This design comes from an exercise in tuning for small area, a short achievable clock period and few clock cycles on the open sky130 flow, not from production work.
Function was checked by simulation only, so behaviour that the tests miss may differ from the original.
No activity file was given, so power comes from the tool's default toggle rates.

### flow/run.sh
#!/bin/bash
# synth_recipe.tcl (not shown) runs the flow's synth.tcl, then flattens the netlist and writes it again
# the make line also repeats each setting of config.mk as NAME=value (left out here)
make -C /OpenROAD-flow-scripts/flow DESIGN_CONFIG=/design/flow/config.mk WORK_HOME=/design/flow/orfs CLKGATE_MAP_FILE= SYNTH_SCRIPT=/design/flow/synth_recipe.tcl finish
### flow/config.mk
export PLATFORM = sky130hd
export DESIGN_NAME = software_timer_table_top
export DESIGN_NICKNAME = software_timer_table_top
export VERILOG_FILES = /design/flow/design.v
export SDC_FILE = /design/flow/constraint.sdc
export NUM_CORES = 4
export LEC_CHECK = 0
export CAP_MARGIN = 20
export CORE_MARGIN = 2
export CORE_UTILIZATION = 70
export CTS_CLUSTER_DIAMETER = 100
export CTS_CLUSTER_SIZE = 20
export SETUP_SLACK_MARGIN = 4.5
export SLEW_MARGIN = 20
export TNS_END_PERCENT = 10
### flow/constraint.sdc
create_clock -name core_clock -period 7.0 [get_ports {clk}]
set_input_delay 1.4000 -clock core_clock [delete_from_list [all_inputs] [get_ports {clk}]]
set_output_delay 1.4000 -clock core_clock [all_outputs]
set_load 0.01 [all_outputs]
### flow/design.v
package stt_pkg;
  localparam int SLOTS = 16;
  localparam int QR    = 2;    
  localparam logic [1:0] OP_ADD    = 2'd0;
  localparam logic [1:0] OP_CANCEL = 2'd1;
  localparam logic [1:0] OP_TICK   = 2'd2;
  localparam logic [1:0] OP_NONE   = 2'd3;
endpackage
module stt_cell (
  input  logic        clk,
  input  logic        rst_n,
  input  logic        add_sel,     
  input  logic        tick,        
  input  logic        cancel,      
  input  logic [15:0] cancel_id,
  input  logic [23:0] ivl_in,
  input  logic        ivz_in,      
  input  logic        per_in,
  input  logic        rn_in,
  input  logic [15:0] new_id,
  output logic        valid,
  output logic        valid_nxt,   
  output logic        exp,         
  output logic        exp_nxt,     
  output logic [15:0] id
);
  logic [23:0] rem_r, ivl_r;
  logic        per_r, zero_r, ivz_r;
  logic        zero_nxt;
  assign exp = valid && zero_r;
  always_comb begin
    if (add_sel)   zero_nxt = rn_in || ivz_in;
    else if (tick) zero_nxt = zero_r ? ivz_r : (rem_r == 24'd1);
    else           zero_nxt = zero_r;
  end
  assign exp_nxt = valid_nxt && zero_nxt;
  always_comb begin
    if (!rst_n)                          valid_nxt = 1'b0;
    else if (add_sel)                    valid_nxt = 1'b1;
    else if (tick && exp && !per_r)      valid_nxt = 1'b0;
    else if (cancel && id == cancel_id)  valid_nxt = 1'b0;
    else                                 valid_nxt = valid;
  end
  always_ff @(posedge clk) begin
    valid <= valid_nxt;
    if (add_sel) begin
      id    <= new_id;
      ivl_r <= ivl_in;
      ivz_r <= ivz_in;
      per_r <= per_in;
    end
    zero_r <= zero_nxt;
    if (add_sel)   rem_r <= rn_in ? 24'd0 : ivl_in;
    else if (tick) rem_r <= zero_r ? ivl_r : rem_r - 24'd1;
  end
endmodule
module software_timer_table_top (
  input  logic          clk,
  input  logic          rst_n,
  input  logic          in_valid,
  output logic          in_ready,
  input  logic [43:0]   in_data,
  output logic          out_valid,
  input  logic          out_ready,
  output logic [18:0]   out_data
);
  localparam int SLOTS = stt_pkg::SLOTS;
  localparam int QR    = stt_pkg::QR;
  localparam int PW    = (QR > 1) ? $clog2(QR) : 1;
  logic [23:0] ivl_in;
  logic        per_in, rn_in, ivz_in;
  logic [15:0] cid_in;
  logic        c_v_r, c_exec;
  logic [43:0] c_d_r;
  logic        c_add_r, c_tick_r, c_cancel_r;    
  assign ivl_in = c_d_r[41:18];
  assign per_in = c_d_r[17];
  assign rn_in  = c_d_r[16];
  assign cid_in = c_d_r[15:0];
  assign ivz_in = (ivl_in == 24'd0);
  logic [15:0]      next_id_r;
  logic             out_valid_r;
  logic [18:0]      out_data_r;
  logic             hv_r, ht_r;          
  logic [16:0]      hp_r;                
  logic [QR-1:0]    qv_r, qt_r;
  logic [16:0]      qp_r [QR];
  logic [PW-1:0]    qh_r, qtl_r;
  logic [SLOTS-1:0] valid_vec, valid_nxt, exp_vec, exp_nxt, freeing, first_free, add_sel;
  logic [15:0]      ids [SLOTS];
  logic             acc, is_add, is_tick, is_cancel, any_free;
  always_comb begin
    first_free = '0;
    for (int i = SLOTS - 1; i >= 0; i--)
      if (!valid_vec[i]) first_free = SLOTS'(1) << i;
  end
  assign any_free = !(&valid_vec);
  logic c_exec_r, in_ready_r;
  assign c_exec    = c_exec_r;
  assign in_ready  = in_ready_r;
  assign acc       = c_v_r && c_exec;
  always_ff @(posedge clk) begin
    if (!rst_n)        c_v_r <= 1'b0;
    else if (in_ready) c_v_r <= in_valid;
    if (in_ready) begin
      c_d_r      <= in_data;
      c_add_r    <= (in_data[43:42] == stt_pkg::OP_ADD);
      c_tick_r   <= (in_data[43:42] == stt_pkg::OP_TICK);
      c_cancel_r <= (in_data[43:42] == stt_pkg::OP_CANCEL);
    end
  end
  assign is_add    = acc && c_add_r;
  assign is_tick   = acc && c_tick_r;
  assign is_cancel = acc && c_cancel_r;
  assign add_sel   = is_add ? first_free : '0;
  for (genvar g = 0; g < SLOTS; g++) begin : g_slot
    stt_cell u_slot (
      .clk      (clk),
      .rst_n    (rst_n),
      .add_sel  (add_sel[g]),
      .tick     (is_tick),
      .cancel   (is_cancel),
      .cancel_id(cid_in),
      .ivl_in   (ivl_in),
      .ivz_in   (ivz_in),
      .per_in   (per_in),
      .rn_in    (rn_in),
      .new_id   (next_id_r),
      .valid    (valid_vec[g]),
      .valid_nxt(valid_nxt[g]),
      .exp      (exp_vec[g]),
      .exp_nxt  (exp_nxt[g]),
      .id       (ids[g])
    );
  end
  logic [SLOTS-1:0] hmask, head_low, exp_low, slow;
  logic             head_single, exp_single, slast;
  logic [15:0]      sid;
  logic [SLOTS-1:0] exp_low_r;
  logic             exp_single_r, exp_any_r;
  logic [SLOTS-1:0] exp_low_nxt;
  assign exp_low_nxt = exp_nxt & (~exp_nxt + SLOTS'(1));
  always_ff @(posedge clk) begin
    exp_low_r    <= exp_low_nxt;
    exp_single_r <= (exp_nxt == exp_low_nxt);
    exp_any_r    <= |exp_nxt;
  end
  assign hmask       = hp_r[SLOTS-1:0];
  assign head_low    = hmask & (~hmask + SLOTS'(1));
  assign exp_low     = exp_low_r;
  assign head_single = (hmask == head_low);
  assign exp_single  = exp_single_r;
  assign slow        = hv_r ? head_low : exp_low;
  assign slast       = hv_r ? head_single : exp_single;
  always_comb begin
    sid = '0;
    for (int i = 0; i < SLOTS; i++) if (slow[i]) sid = sid | ids[i];
  end
  logic        in_has, in_t;
  logic [16:0] in_p, ack_pay;
  assign ack_pay = {any_free ? next_id_r : 16'd0, !any_free};
  assign in_has  = is_add || (is_tick && exp_any_r);
  assign in_t    = !c_add_r;
  assign in_p    = in_t ? {1'b0, exp_vec} : ack_pay;
  logic out_free, from_head, from_in, head_done, in_rest, ring_empty;
  assign out_free   = !out_valid_r || out_ready;
  assign from_head  = out_free && hv_r;
  assign from_in    = out_free && !hv_r;
  assign head_done  = from_head && (!ht_r || head_single);
  assign in_rest    = in_has && !(from_in && (is_add || exp_single));
  assign ring_empty = !(|qv_r);
  logic [SLOTS-1:0] pend_ring, pend_nxt;
  always_comb begin
    pend_ring = '0;
    for (int k = 0; k < QR; k++)
      if (qv_r[k] && qt_r[k]) pend_ring = pend_ring | qp_r[k][SLOTS-1:0];
  end
  assign pend_nxt = pend_ring
                  | ((hv_r && ht_r) ? hmask & ~(from_head ? head_low : '0) : '0)
                  | (is_tick ? exp_vec & ~(from_in ? exp_low : '0) : '0);
  assign freeing = ~valid_nxt;
  logic          refill, push;
  logic [QR-1:0] qv_nxt;
  logic          lock_nxt, c_v_nxt, c_exec_nxt;
  assign refill = (!hv_r || head_done) && !ring_empty;
  assign push   = in_rest && !((!hv_r || head_done) && ring_empty);
  always_comb begin
    qv_nxt = qv_r;
    if (refill) qv_nxt[qh_r]  = 1'b0;
    if (push)   qv_nxt[qtl_r] = 1'b1;
  end
  assign lock_nxt   = |(pend_nxt & freeing);
  assign c_v_nxt    = in_ready ? in_valid : c_v_r;
  assign c_exec_nxt = !lock_nxt && !(&qv_nxt);
  always_ff @(posedge clk) begin
    if (!rst_n) begin
      c_exec_r   <= 1'b1;
      in_ready_r <= 1'b1;
    end else begin
      c_exec_r   <= c_exec_nxt;
      in_ready_r <= !c_v_nxt || c_exec_nxt;
    end
  end
  always_ff @(posedge clk) begin
    if (!rst_n) begin
      next_id_r   <= '0;
      out_valid_r <= 1'b0;
      hv_r        <= 1'b0;
      qv_r        <= '0;
      qh_r        <= '0;
      qtl_r       <= '0;
    end else begin
      if (is_add && any_free) next_id_r <= next_id_r + 16'd1;
      if (out_free) out_valid_r <= hv_r || in_has;
      if (!hv_r || head_done) begin
        if (!ring_empty) begin
          hv_r         <= 1'b1;
          qh_r         <= (qh_r == PW'(QR - 1)) ? '0 : qh_r + PW'(1);
        end else begin
          hv_r <= in_rest;
        end
      end
      qv_r <= qv_nxt;
      if (push) qtl_r <= (qtl_r == PW'(QR - 1)) ? '0 : qtl_r + PW'(1);
    end
    if (from_head) begin
      if (ht_r) out_data_r <= {1'b1, sid, 1'b0, head_single};
      else      out_data_r <= {1'b0, hp_r[16:1], hp_r[0], 1'b1};
    end else if (from_in) begin
      if (is_add) out_data_r <= {1'b0, ack_pay[16:1], ack_pay[0], 1'b1};
      else        out_data_r <= {1'b1, sid, 1'b0, exp_single};
    end
    if (!hv_r || head_done) begin
      if (!ring_empty) begin
        ht_r <= qt_r[qh_r];
        hp_r <= qp_r[qh_r];
      end else begin
        ht_r <= in_t;
        hp_r <= (from_in && !is_add) ? {1'b0, exp_vec & ~exp_low} : in_p;
      end
    end else if (from_head) begin
      hp_r <= {1'b0, hmask & ~head_low};
    end
    if (!qv_r[qtl_r]) begin
      qt_r[qtl_r] <= in_t;
      qp_r[qtl_r] <= in_p;
    end
  end
  assign out_valid = out_valid_r;
  assign out_data  = out_data_r;
endmodule
==> results of run 1 <==
==> worst max-delay path: cells and delay by family (launching register included) <==
family                 cells  cell delay (ps)
multiplexers               1              330
AND/OR/NAND/NOR            2              440
AO/OA/AOI/OAI              4             1250
flip-flops                 1              460
buffers and inverters      2              330
==> registers in the layout, indices dropped and copies added (netlist names), 17 cells and up, named ones only <==
name                 count
c_d_r                   42
g_slot.u_slot.ivl_r    384
out_data_r              19
g_slot.u_slot.id       256
qp_r                    34
g_slot.u_slot.rem_r    384
hp_r                    17
==> per-layer routing <==
metal | GRT usage | share of wire | up-vias
met4 | 0.264 | 0.074 | 6
met5 | 0 | 0.00032 | -
li1 | - | - | 20000
met3 | 0.120 | 0.16 | 931
met1 | 0.598 | 0.34 | 22300
met2 | 0.650 | 0.43 | 4045
==> placed cells by master, fill, tap and decap left out, types with 43 or more instances in the layout <==
cell type	synthesis	layout
o21ai_0	771	731
nand4_1	56	56
buf_6	1	43
nor2_1	220	202
inv_1	96	83
xor2_1	253	253
a21oi_1	107	95
a22oi_1	52	49
mux2i_1	49	46
xnor2_1	338	334
edfxtp_1	1174	1174
dfxtp_1	76	57
clkbuf_16	0	78
nand3_1	94	77
nand2b_1	57	54
nor4_1	128	80
clkdlybuf4s50_1	0	64
buf_4	0	279
nand2_1	881	855
nor3_1	139	111
==> repair_timing <==
item                                     CTS  global route
cloned                                    28            10
pin swaps                                 61            82
buffers inserted                         115            99
endpoints found under the setup margin  1307           922
gates resized for setup                  328           238
==> logic make-up (layout without fill, tap and decap cells) <==
kind of cell | count (synthesis) | in the layout | synth area share
other | 0 | 13 | 0
flip-flops | 1250 | 1250 | 0.615
AND/OR/NAND/NOR | 1775 | 1785 | 0.138
adder cells (fa/ha/maj) | 37 | 37 | 0.00757
buffers and inverters | 407 | 663 | 0.0258
XOR/XNOR | 591 | 591 | 0.0865
AO/OA/AOI/OAI | 1198 | 1199 | 0.117
multiplexers | 61 | 62 | 0.0105
==> power groups by stage <==
| stage | Combinational [mW] | Clock [mW] | Sequential (mW) |
|---|---|---|---|
| detailed placement | 0.661 | 0 | 8.41 |
| floorplan | 0.333 | 0 | 8.40 |
| global placement | 0.646 | 0 | 8.41 |
| global route | 0.852 | 4.63 | 8.24 |
| finish | 0.842 | 4.42 | 8.24 |
| CTS | 0.756 | 4.38 | 8.23 |
==> area by class of cell <==
type                       count  area (um2)  share of cell area
tap                         1144        1430              0.0207
timing repair buffer         448        4570              0.0660
clock inverter                 6         103             0.00148
multi-input combinational   3674       23800               0.344
sequential                  1250       36800               0.532
clock buffer                 109        1940              0.0281
timing repair inverter         4        23.8            0.000344
inverter                      96         423             0.00611
antenna                       13        32.5            0.000470
==> how the worst max path moves through the flow <==
stage                                                      end  depth (start not counted)                             startpoint  slack [ps]
after global placement                    exp_single_r$_DFF_P_                          9                                  rst_n        2380
after detailed placement                  exp_single_r$_DFF_P_                          9                                  rst_n        2350
after floorplan                           exp_single_r$_DFF_P_                         10                       c_v_r$_SDFF_PN0_        3550
after global routing                      exp_single_r$_DFF_P_                          9  g_slot[15].u_slot.rem_r[17]$_DFFE_PP_        3830
final                                 out_data_r[16]$_DFFE_PP_                          9                  hp_r[0]$_SDFFCE_PP0P_        3910
after CTS                 g_slot[9].u_slot.rem_r[22]$_DFFE_PP_                         11    g_slot[9].u_slot.rem_r[0]$_DFFE_PP_        3920
==> results.sh, run 1 <==
export IMPL_slowest_delay_ps=460
export IMPL_fin_crit_sh=0.441
export IMPL_cts_tree="yes"
export IMPL_max_freq_mhz=324
export IMPL_end_kind="register"
export IMPL_postSynthCellCount=5319
export IMPL_switching_share=0.231
export IMPL_power_density_mw_per_mm2=195
export IMPL_p_clk_frac=0.327
export IMPL_finish_utilization=0.815
export IMPL_die_area_mm2=0.0878
export IMPL_holdWs_ps=567
export IMPL_synth_edf_count=1174
export IMPL_drive_gt1_frac=0.147
export IMPL_synth_avg_cell_area_um2=11.2
export IMPL_core_mm2=0.0849
export IMPL_p_comb_frac=0.062
export IMPL_viasPerCell=7.02
export IMPL_nNetsFinal=5627
export IMPL_synth_area_leader_cell="edfxtp_1"
export IMPL_setup_ws_ps=3910
export IMPL_die_h_um=296
export IMPL_status="finished clean"
export IMPL_ys_top_cells_by_count="edfxtp_1, nand2_1, o21ai_0"
export IMPL_finalNonFillerCells=6744
export IMPL_path_clk_slew_ps=90
export IMPL_drt_total_wl_um=203000
export IMPL_crit_chain="buf_6 > mux2_4 > buf_4 > a222oi_1 > nand4_1 > a221oi_1 > nand3_1 > a221oi_1 > o21ai_0"
export IMPL_finalSetupTns_ps=0
export IMPL_r2r_setup_slack_ps=3910
export IMPL_cts_hold_buf=0
export IMPL_numPortBuffers=68
export IMPL_yosysMostFrequentCell="edfxtp_1"
export IMPL_power_frac_seq=0.610
export IMPL_holdPathEnd="qtl_r$_SDFFE_PN0P_"
export IMPL_num_io_pins=69
export IMPL_p_int_mw=10.4
export IMPL_drt_iter0_markers=8660
export IMPL_worst_path_most_repeated_cell="a221oi_1"
export IMPL_maxCapViolCount=0
export IMPL_timing_rr_start="hp_r[0]$_SDFFCE_PP0P_"
export IMPL_p_leak_nw=22.7
export IMPL_finalHoldViolations=0
export IMPL_fill_cells=4828
export IMPL_synth_ff_type="edfxtp_1"
export IMPL_setup_viol=0
export IMPL_die_x_um=296
export IMPL_hp_start="qtl_r$_SDFFE_PN0P_"
export IMPL_cts_buffer_depth=3
export IMPL_area_growth_pct=15.6
export IMPL_synth_cell_type_count=75
export IMPL_htreeDepth=3
export IMPL_hold_depth=2
export IMPL_cp_required_ps=7400
export IMPL_slew_headroom=0.204
export IMPL_postRouteAntennaNets=0
export IMPL_ir_worst_vdd_mv=0.250
export IMPL_place_hpwl_um=119000
export IMPL_num_rows=107
export IMPL_preCtsSetupSlack_ps=2350
export IMPL_grt_pass1_vias=43000
export IMPL_finalMaxSlewViolations=0
export IMPL_reg2reg_depth=9
export IMPL_rsz0062_at_grt="true"
export IMPL_design_area_mm2=0.0692
export IMPL_place_area_mm2=0.0621
export IMPL_switchingPower_mw=3.11
export IMPL_cts_buffers_inserted=72
export IMPL_crit_path_max_fanout=6
export IMPL_p_total_mw=13.5
export IMPL_hold_path_class="reg -> reg"
export IMPL_path_class="reg -> reg"
export IMPL_start_util=0.705
export IMPL_cp_arrival_ps=3490
export IMPL_grt_usage=0.443
export IMPL_fin_skew_ps=36.6
export IMPL_async_flop_share=0
export IMPL_synth_top_cell_area_share=0.589
export IMPL_dp_cells=6361
export IMPL_r2r_end="out_data_r[16]$_DFFE_PP_"
export IMPL_syn_num_nets=5400
export IMPL_yosys_warnings=3
export IMPL_grt_antenna_before_repair=15
export IMPL_clkLatencyLatePin_ps=680
export IMPL_grt_pass1_wl_um=281000
export IMPL_cp_start_kind="register"
export IMPL_drtPass1Iterations=10
export IMPL_synth_area_mm2=0.0598
export IMPL_synth_top_cells_by_area="edfxtp_1, o21ai_0, nand2_1"
export IMPL_synth_seq_cells=1250
export IMPL_overflow=0
export IMPL_wl_per_cell_um=30.1
export IMPL_drc_errors=0
export IMPL_place_congestion=1.06
export IMPL_ys_seq_area_frac=0.615
export IMPL_tightestPinTransition_ps=1190
export IMPL_cts_sinks=1250
export IMPL_cpMaxStageDelayCell="edfxtp_1"
export IMPL_min_period_ps=3090
export IMPL_grt_max_degree=53
export IMPL_cts_root_buf="clkbuf_16"
export IMPL_num_vias=47300
Testbench counts, summed over its fixed seeds: cycles 16,048.
==> inputs of run 2 (changes only) <==
--- a/flow/config.mk
+++ b/flow/config.mk
@@ -11,5 +11,5 @@
 export CTS_CLUSTER_DIAMETER = 100
 export CTS_CLUSTER_SIZE = 20
-export SETUP_SLACK_MARGIN = 4.5
+export SETUP_SLACK_MARGIN = 4.8
 export SLEW_MARGIN = 20
 export TNS_END_PERCENT = 10
==> run 2 against run 1 <==
Compared with the run above:
- clock power is 2% higher
- largest cell class unchanged
- critical endpoint is now out_data_r[4]$_DFFE_PP_
- sequential cell count stayed put
- die area stayed put
- sequential share of layout area is 0.66 points lower
- highest routed layer unchanged
- still clean
==> results.sh, run 2 <==
export IMPL_status="finished clean"
export IMPL_synth_simple_area_share=0.138
export IMPL_synth_avg_cell_area_um2=11.2
export IMPL_drtPass1Iterations=11
export IMPL_place_congestion=1.05
export IMPL_ys_top_cells_by_count="edfxtp_1, nand2_1, o21ai_0"
export IMPL_viasPerCell=7.15
export IMPL_num_rows=107
export IMPL_final_common_cell="edfxtp_1"
export IMPL_cp_arrival_ps=3630
export IMPL_finalNonFillerCells=6801
export IMPL_wl_per_cell_um=31.2
export IMPL_cts_hold_buf=0
export IMPL_clkLatencyLatePin_ps=670
export IMPL_cts_sinks=1250
export IMPL_fin_skew_ps=29.3
export IMPL_setup_viol=0
export IMPL_overflow=0
export IMPL_grt_antenna_before_repair=21
export IMPL_path_clk_slew_ps=80
export IMPL_synth_top_cell_area_share=0.589
export IMPL_maxCapViolCount=0
export IMPL_grt_usage=0.461
export IMPL_num_io_pins=69
export IMPL_numPortBuffers=68
export IMPL_drt_iter0_markers=9193
export IMPL_start_util=0.705
export IMPL_setup_ws_ps=3780
export IMPL_nNetsFinal=5689
export IMPL_cts_tree="yes"
export IMPL_yosysMostFrequentCell="edfxtp_1"
export IMPL_place_hpwl_um=118000
export IMPL_postRouteAntennaNets=0
export IMPL_die_x_um=296
export IMPL_min_period_ps=3220
export IMPL_rsz0062_at_grt="true"
export IMPL_dp_cells=6361
export IMPL_reg2reg_depth=9
export IMPL_hold_path_class="reg -> reg"
export IMPL_cp_start_kind="register"
export IMPL_synth_area_leader_cell="edfxtp_1"
export IMPL_synthMuxAreaShare=0.0105
export IMPL_path_class="reg -> reg"
export IMPL_num_vias=48700
export IMPL_die_area_mm2=0.0878
export IMPL_htreeDepth=3
export IMPL_hp_start="qtl_r$_SDFFE_PN0P_"
export IMPL_power_density_mw_per_mm2=195
export IMPL_synth_top_cells_by_area="edfxtp_1, o21ai_0, nand2_1"
export IMPL_synth_top_family_by_area="simple AND/OR/NAND/NOR gates"
export IMPL_r2r_setup_slack_ps=3780
export IMPL_finalSetupTns_ps=0
export IMPL_synth_compound_area_frac=0.117
export IMPL_yosys_warnings=3
export IMPL_synth_seq_cells=1250
export IMPL_max_freq_mhz=310
export IMPL_cts_root_buf="clkbuf_16"
export IMPL_cts_buffer_depth=3
export IMPL_synth_ff_type="edfxtp_1"
export IMPL_grt_pass1_wl_um=292000
export IMPL_finalMaxSlewViolations=0
export IMPL_area_growth_pct=17.1
export IMPL_drive_gt1_frac=0.161
export IMPL_p_total_mw=13.6
export IMPL_layout_common_cells="edfxtp_1, nand2_1, o21ai_0"
export IMPL_drt_total_wl_um=212000
export IMPL_timing_rr_start="hp_r[0]$_SDFFCE_PP0P_"
export IMPL_tightestPinTransition_ps=1240
export IMPL_cp_required_ps=7400
export IMPL_p_leak_nw=23.1
export IMPL_r2r_end="out_data_r[4]$_DFFE_PP_"
export IMPL_yosys_area_share_adder=0.00757
export IMPL_holdPathEnd="qtl_r$_SDFFE_PN0P_"
export IMPL_grt_max_degree=53
export IMPL_postSynthCellCount=5319
export IMPL_top_regs="g_slot.u_slot.ivl_r (384), g_slot.u_slot.rem_r (384), g_slot.u_slot.id (256)"
export IMPL_synth_xor_xnor_area_share=0.0865
export IMPL_grt_pass1_vias=44500
export IMPL_cts_buffers_inserted=73
export IMPL_hold_depth=2
export IMPL_synth_cell_type_count=75
export IMPL_ir_worst_vdd_mv=0.271
export IMPL_crit_path_max_fanout=5
export IMPL_finish_utilization=0.825
export IMPL_ys_seq_area_frac=0.615
export IMPL_preCtsSetupSlack_ps=1880
export IMPL_finalHoldViolations=0
export IMPL_die_h_um=296
export IMPL_end_kind="register"
export IMPL_synth_area_mm2=0.0598
export IMPL_core_mm2=0.0849
export IMPL_drc_errors=0
export IMPL_synth_edf_count=1174
export IMPL_fin_crit_sh=0.461
export IMPL_async_flop_share=0
export IMPL_slew_headroom=0.174
export IMPL_syn_num_nets=5400
## run 2: cell counts after synthesis
No cell type changed its count.
## run 2: logic make-up (layout without fill, tap and decap cells)
logic type                 after synthesis  in the layout
AOI/OAI and AO/OA                     1198           1198
xor gates and xnor gates               591            591
adders and majority gates               37             37
buffers and inverters                  407            706
DFF                                   1250           1250
muxes                                   61             62
other                                    0             12
and+or+nand+nor                       1775           1801
## run 2: how the worst max path moves through the flow
stage / from / endpoint
after floorplan: c_v_r$_SDFF_PN0_ / exp_single_r$_DFF_P_
after global placement: out_ready / qtl_r$_SDFFE_PN0P_
after detailed placement: rst_n / exp_single_r$_DFF_P_
after CTS: g_slot[10].u_slot.rem_r[18]$_DFFE_PP_ / exp_single_r$_DFF_P_
after global routing: g_slot[11].u_slot.rem_r[18]$_DFFE_PP_ / exp_single_r$_DFF_P_
final: hp_r[0]$_SDFFCE_PP0P_ / out_data_r[4]$_DFFE_PP_
## run 2: timing repair
item                        CTS  global route
buffers inserted            159            97
setup endpoints to repair  1538          1373
pin swaps                   100            75
resized for setup           373           258
hold endpoints to repair      0             0
gates cloned                 42            17
## run 2: through the flow
step | hold slack [ps] | cell area [um2]
floorplan | 444 | 60000
global placement | 550 | 62100
detailed placement | 540 | 62100
CTS | 578 | 67800
global route | 602 | 70000
finish | 588 | 70000
## run 2: routing by layer
layer  share of wire  vias to the layer above  global-route usage  wire (um)
met3            0.17                     1096               0.141      36700
met4           0.080                       12               0.284      16900
met2            0.42                     4528               0.667      89300
met5         0.00076                        -                   0        160
met1            0.32                    22900               0.616      68800
li1                -                    20200                   -          -
## run 2: final cells by class
class | count | area, um2
timing repair buffer | 491 | 4900
clock buffer | 105 | 2010
inverter | 96 | 428
tap | 1144 | 1430
multi-input combinational | 3689 | 24200
timing repair inverter | 7 | 92.6
antenna | 12 | 30.0
sequential | 1250 | 36800
fill | 4717 | 14800
clock inverter | 7 | 108
## run 2: critical path: stages, from the launching register on
cell,delay (ps)
edfxtp_1,510
buf_6,200
buf_12,130
mux2_4,310
a222oi_1,460
nand4_1,370
a221oi_2,380
nand3_1,190
a221oi_2,320
o21ai_1,100
## run 2: power breakdown
part           internal [mW]  switching, mW  leakage [nW]  total (mW)
Sequential              8.18         0.0627          11.0        8.24
Clock                   2.03           2.49          1.02        4.52
Combinational          0.270          0.617          11.1       0.887

==> afterwards: timing with drivers on the ports <==
The flow's constraints put no driver on any port. The routed layouts listed below were extracted and timed again, unchanged, in two steps.
Step 1, drivers: a clkbuf_16 drives clk and a buf_2 each remaining input, both assumed.
Step 2, shift: input delay + t, output delay - t, t = (earliest + latest rising clock arrival at the registers) / 2. This alone moves slack from input paths to output paths.
Slacks: ideal / step 1 / step 2; pairs: ideal / step 1.
run	t (ns)	slack for setup (ns)	worst hold slack (ns)	pins driven straight from the clock port
run 1	0.734	3.913 / 3.879 / 3.386	0.567 / 0.567 / 0.567	1
run 2	0.732	3.776 / 3.776 / 3.310	0.588 / 0.588 / 0.588	1
After both steps setup and hold are still met in every run listed. For run 1, which loses most, drivers alone change the setup slack by -0.034 ns; drivers and shift together by -0.527 ns.
